This design comes from an exercise in tuning for small area and a short achievable clock period on the open sky130 flow, not from production work.
Power and IR drop assume default switching activity.

Setup of oak:
==> flow/design.v (excerpt) <==
module cam_pixel_packer #(
  parameter logic [31:0] BASE_ADDR   = 32'h0000_1000,
  parameter int          FRAME_BYTES = 4096,
  parameter int          BURST_LEN   = 16,
  parameter int          FIFO_DEPTH  = 64
) (
  input  logic        ACLK,
  input  logic        ARESET,
  input  logic        pix_valid,
  input  logic [7:0]  pix_data,
  input  logic        pix_sof,
  output logic        req_valid,
  input  logic        req_ready,
  output logic [31:0] req_addr,
  output logic [7:0]  req_len,
  output logic        dat_valid,
  input  logic        dat_ready,
  output logic [31:0] dat_data,
  output logic        dat_last,
  output logic        overflow,
  output logic        sync_err,
  output logic        frame_done
);
Size: roughly 4400 cells after synthesis, ~2200 flip-flops, roughly 92 I/O pins, ~79000 µm² of cells after synthesis.
==> module cam_pixel_packer, before the edit <==
module cam_pixel_packer #(
  parameter logic [31:0] BASE_ADDR   = 32'h0000_1000,
  parameter int          FRAME_BYTES = 4096,
  parameter int          BURST_LEN   = 16,
  parameter int          FIFO_DEPTH  = 64
) (
  input  logic        ACLK,
  input  logic        ARESET,
  input  logic        pix_valid,
  input  logic [7:0]  pix_data,
  input  logic        pix_sof,
  output logic        req_valid,
  input  logic        req_ready,
  output logic [31:0] req_addr,
  output logic [7:0]  req_len,
  output logic        dat_valid,
  input  logic        dat_ready,
  output logic [31:0] dat_data,
  output logic        dat_last,
  output logic        overflow,
  output logic        sync_err,
  output logic        frame_done
);
  logic [1:0]  phase_q;
  logic [23:0] part_q;
  logic [9:0]  fwords_q;
  logic [6:0]  count_q;
  logic [5:0]  wr_ptr_q;
  logic [15:0] bsel_q;       
  logic [3:0]  ksel_q;       
  logic [1:0]  blk_q;        
  logic [3:0]  bhi_q;        
  logic        wpend_q;      
  logic [7:0]  wbyte_q;
  logic [31:0] head_q;
  logic        last_q;
  logic        req_valid_q, dat_valid_q, overflow_q, sync_err_q, frame_done_q;
  logic [31:0] mem_q [64];
  logic [31:0] rd_word;
  logic pv_sof, pv_dat, push, pop, full, drop, push_ok, sof_err, enter, last_pop;
  assign pv_sof   = pix_valid & pix_sof;
  assign pv_dat   = pix_valid & ~pix_sof;
  assign push     = pv_dat & (phase_q == 2'd3);
  assign pop      = dat_valid_q & dat_ready;
  assign full     = count_q[6];
  assign drop     = push & full & ~pop;
  assign push_ok  = push & ~drop;
  assign sof_err  = pv_sof & ((phase_q != 2'd0) | (fwords_q != 10'd0));
  assign enter    = req_valid_q & req_ready;
  assign last_pop = pop & last_q;
  always_ff @(posedge ACLK) begin
    if (wpend_q) mem_q[wr_ptr_q] <= {wbyte_q, part_q};
  end
  always_comb begin
    rd_word = '0;
    for (int i = 0; i < 64; i++)
      rd_word = rd_word | (mem_q[i] & {32{ksel_q[i / 16] & bsel_q[i % 16]}});
  end
  always_ff @(posedge ACLK) begin
    if (!dat_valid_q || dat_ready) head_q <= rd_word;
    if (pix_valid && (pix_sof || phase_q == 2'd0)) part_q[7:0] <= pix_data;
    if (pv_dat && phase_q == 2'd1) part_q[15:8]  <= pix_data;
    if (pv_dat && phase_q == 2'd2) part_q[23:16] <= pix_data;
    if (push) wbyte_q <= pix_data;
  end
  always_ff @(posedge ACLK or posedge ARESET) begin
    if (ARESET) begin
      phase_q      <= 2'd0;
      fwords_q     <= '0;
      count_q      <= '0;
      wr_ptr_q     <= '0;
      bsel_q       <= 16'd1;
      ksel_q       <= 4'd1;
      blk_q        <= 2'd0;
      bhi_q        <= '0;
      wpend_q      <= 1'b0;
      last_q       <= 1'b0;
      req_valid_q  <= 1'b0;
      dat_valid_q  <= 1'b0;
      overflow_q   <= 1'b0;
      sync_err_q   <= 1'b0;
      frame_done_q <= 1'b0;
    end else begin
      if (pv_sof) begin
        phase_q  <= 2'd1;
        fwords_q <= '0;
      end else if (pix_valid) begin
        phase_q  <= phase_q + 2'd1;
        if (push) fwords_q <= fwords_q + 10'd1;
      end
      if (push_ok && !pop)      count_q <= count_q + 7'd1;
      else if (!push_ok && pop) count_q <= count_q - 7'd1;
      wpend_q <= push_ok;
      if (wpend_q) wr_ptr_q <= wr_ptr_q + 6'd1;
      if (drop)    overflow_q <= 1'b1;
      if (sof_err) sync_err_q <= 1'b1;
      frame_done_q <= last_pop & ksel_q[0] & (bhi_q == 4'hF);
      if (enter || (pop && !last_q)) begin
        bsel_q <= {bsel_q[14:0], bsel_q[15]};
        if (bsel_q[15]) begin
          ksel_q <= {ksel_q[2:0], ksel_q[3]};
          blk_q  <= blk_q + 2'd1;
        end
      end
      if (last_pop && ksel_q[0]) bhi_q <= bhi_q + 4'd1;
      if (enter) last_q <= 1'b0;
      else if (pop) last_q <= bsel_q[15];
      if (!req_valid_q && !dat_valid_q && count_q[6:4] != 3'd0) req_valid_q <= 1'b1;
      else if (enter) req_valid_q <= 1'b0;
      if (enter) dat_valid_q <= 1'b1;
      else if (last_pop) dat_valid_q <= 1'b0;
    end
  end
  assign req_valid  = req_valid_q;
  assign req_addr   = BASE_ADDR + {20'd0, bhi_q, blk_q, 6'd0};
  assign req_len    = 8'(BURST_LEN - 1);
  assign dat_valid  = dat_valid_q;
  assign dat_data   = head_q;
  assign dat_last   = last_q;
  assign overflow   = overflow_q;
  assign sync_err   = sync_err_q;
  assign frame_done = frame_done_q;
endmodule
export LEC_CHECK = 0
export ABC_CLOCK_PERIOD_IN_PS = 2500
export CAP_MARGIN = 20
export CORE_MARGIN = 2
export CORE_UTILIZATION = 40
export SETUP_SLACK_MARGIN = 3.0
export SLEW_MARGIN = 20
create_clock -name core_clock -period 5.5 [get_ports {ACLK}]
run.sh (not shown) runs the stock make flow with config.mk's settings and CLKGATE_MAP_FILE= SYNTH_SCRIPT=/design/flow/synth_recipe.tcl, a recipe that flattens the netlist after the stock synthesis.
Per the final summary, oak finished and its layout is clean on timing, DRC and antenna.
#### Input delta (cedar over oak)
==> flow/design.v <==
module cam_pixel_packer #(
  parameter logic [31:0] BASE_ADDR   = 32'h0000_1000,
  parameter int          FRAME_BYTES = 4096,
  parameter int          BURST_LEN   = 16,
  parameter int          FIFO_DEPTH  = 64
) (
  input  logic        ACLK,
  input  logic        ARESET,
  input  logic        pix_valid,
  input  logic [7:0]  pix_data,
  input  logic        pix_sof,
  output logic        req_valid,
  input  logic        req_ready,
  output logic [31:0] req_addr,
  output logic [7:0]  req_len,
  output logic        dat_valid,
  input  logic        dat_ready,
  output logic [31:0] dat_data,
  output logic        dat_last,
  output logic        overflow,
  output logic        sync_err,
  output logic        frame_done
);
  logic [1:0]  phase_q;
  logic [23:0] part_q;
  logic [9:0]  fwords_q;
  logic [6:0]  count_q;
  logic [5:0]  wr_ptr_q;
  logic [15:0] bsel_q;       
  logic [3:0]  ksel_q;       
  logic [1:0]  blk_q;        
  logic [3:0]  bhi_q;        
  logic        wpend_q;      
  logic        wkeep_n_q;    
  logic [7:0]  wbyte_q;
  logic [31:0] head_q;
  logic        last_q;
  logic        req_valid_q, dat_valid_q, overflow_q, sync_err_q, frame_done_q;
  logic [2047:0] mem_q;      
  logic [31:0] rd_word;
  logic pv_sof, pv_dat, push, pop, full, drop, push_ok, sof_err, enter, last_pop;
  assign pv_sof   = pix_valid & pix_sof;
  assign pv_dat   = pix_valid & ~pix_sof;
  assign push     = pv_dat & (phase_q == 2'd3);
  assign pop      = dat_valid_q & dat_ready;
  assign full     = count_q[6];
  assign drop     = push & full & ~pop;
  assign push_ok  = push & ~drop;
  assign sof_err  = pv_sof & ((phase_q != 2'd0) | (fwords_q != 10'd0));
  assign enter    = req_valid_q & req_ready;
  assign last_pop = pop & last_q;
  logic [31:0] wdata;
  assign wdata = {wbyte_q, part_q};
  always_ff @(posedge ACLK) begin
    for (int i = 0; i < 64; i++)
      mem_q[32*i +: 32] <= (mem_q[32*i +: 32] & {32{wkeep_n_q | (wr_ptr_q != 6'(i))}})
                         | (wdata             & {32{  wpend_q & (wr_ptr_q == 6'(i)) }});
  end
  always_comb begin
    rd_word = '0;
    for (int i = 0; i < 64; i++)
      rd_word = rd_word | (mem_q[32*i +: 32] & {32{ksel_q[i / 16] & bsel_q[i % 16]}});
  end
  always_ff @(posedge ACLK) begin
    if (!dat_valid_q || dat_ready) head_q <= rd_word;
    if (pix_valid && (pix_sof || phase_q == 2'd0)) part_q[7:0] <= pix_data;
    if (pv_dat && phase_q == 2'd1) part_q[15:8]  <= pix_data;
    if (pv_dat && phase_q == 2'd2) part_q[23:16] <= pix_data;
    if (push) wbyte_q <= pix_data;
  end
  always_ff @(posedge ACLK or posedge ARESET) begin
    if (ARESET) begin
      phase_q      <= 2'd0;
      fwords_q     <= '0;
      count_q      <= '0;
      wr_ptr_q     <= '0;
      bsel_q       <= 16'd1;
      ksel_q       <= 4'd1;
      blk_q        <= 2'd0;
      bhi_q        <= '0;
      wpend_q      <= 1'b0;
      wkeep_n_q    <= 1'b1;
      last_q       <= 1'b0;
      req_valid_q  <= 1'b0;
      dat_valid_q  <= 1'b0;
      overflow_q   <= 1'b0;
      sync_err_q   <= 1'b0;
      frame_done_q <= 1'b0;
    end else begin
      if (pv_sof) begin
        phase_q  <= 2'd1;
        fwords_q <= '0;
      end else if (pix_valid) begin
        phase_q  <= phase_q + 2'd1;
        if (push) fwords_q <= fwords_q + 10'd1;
      end
      if (push_ok && !pop)      count_q <= count_q + 7'd1;
      else if (!push_ok && pop) count_q <= count_q - 7'd1;
      wpend_q <= push_ok;
      wkeep_n_q <= ~push_ok;
      if (wpend_q) wr_ptr_q <= wr_ptr_q + 6'd1;
      if (drop)    overflow_q <= 1'b1;
      if (sof_err) sync_err_q <= 1'b1;
      frame_done_q <= last_pop & ksel_q[0] & (bhi_q == 4'hF);
      if (enter || (pop && !last_q)) begin
        bsel_q <= {bsel_q[14:0], bsel_q[15]};
        if (bsel_q[15]) begin
          ksel_q <= {ksel_q[2:0], ksel_q[3]};
          blk_q  <= blk_q + 2'd1;
        end
      end
      if (last_pop && ksel_q[0]) bhi_q <= bhi_q + 4'd1;
      if (enter) last_q <= 1'b0;
      else if (pop) last_q <= bsel_q[15];
      if (!req_valid_q && !dat_valid_q && count_q[6:4] != 3'd0) req_valid_q <= 1'b1;
      else if (enter) req_valid_q <= 1'b0;
      if (enter) dat_valid_q <= 1'b1;
      else if (last_pop) dat_valid_q <= 1'b0;
    end
  end
  assign req_valid  = req_valid_q;
  assign req_addr   = BASE_ADDR + {20'd0, bhi_q, blk_q, 6'd0};
  assign req_len    = 8'(BURST_LEN - 1);
  assign dat_valid  = dat_valid_q;
  assign dat_data   = head_q;
  assign dat_last   = last_q;
  assign overflow   = overflow_q;
  assign sync_err   = sync_err_q;
  assign frame_done = frame_done_q;
endmodule
--- outcome ---
Comparing cedar and oak, the lower leakage power is on oak. Deepest clock path buffer count of oak is on par with cedar. cedar does worse than oak on post-layout worst setup margin. oak -> cedar: flip-flop and latch count flat. Row design area: cedar higher / oak lower. oak has a lower worst endpoint data arrival time than cedar. cedar vs oak — final routed wirelength across all metal layers climbed by more than a quarter.
No run of this note included a check of the RTL's function; only the layout flow was run.

## static timing again, ports no longer ideal
Ports are ideal in the flow. The routed layouts listed here were re-timed in OpenROAD. Step 1: set_driving_cell puts a clkbuf_16 on ACLK and a buf_2 on each other input, an assumption about the parent block. Step 2 moves the port delays by t, midway between the first and last clock arrival at a register: inputs arrive t later, outputs are due t later. That takes back most of the time a late clock gives input paths. a / b / c = ideal / step 1 / step 2; a / b = the first two.
run	t, ns	setup WS [ns]	worst data-port slew with drivers (ns)
oak	0.948	2.690 / 2.602 / 2.263	0.07
cedar	0.966	2.263 / 2.263 / 2.254	0.04
After both steps every run listed still meets setup and hold. The setup slack of oak, which loses most, moves by -0.088 ns with the drivers and by -0.427 ns with both steps.
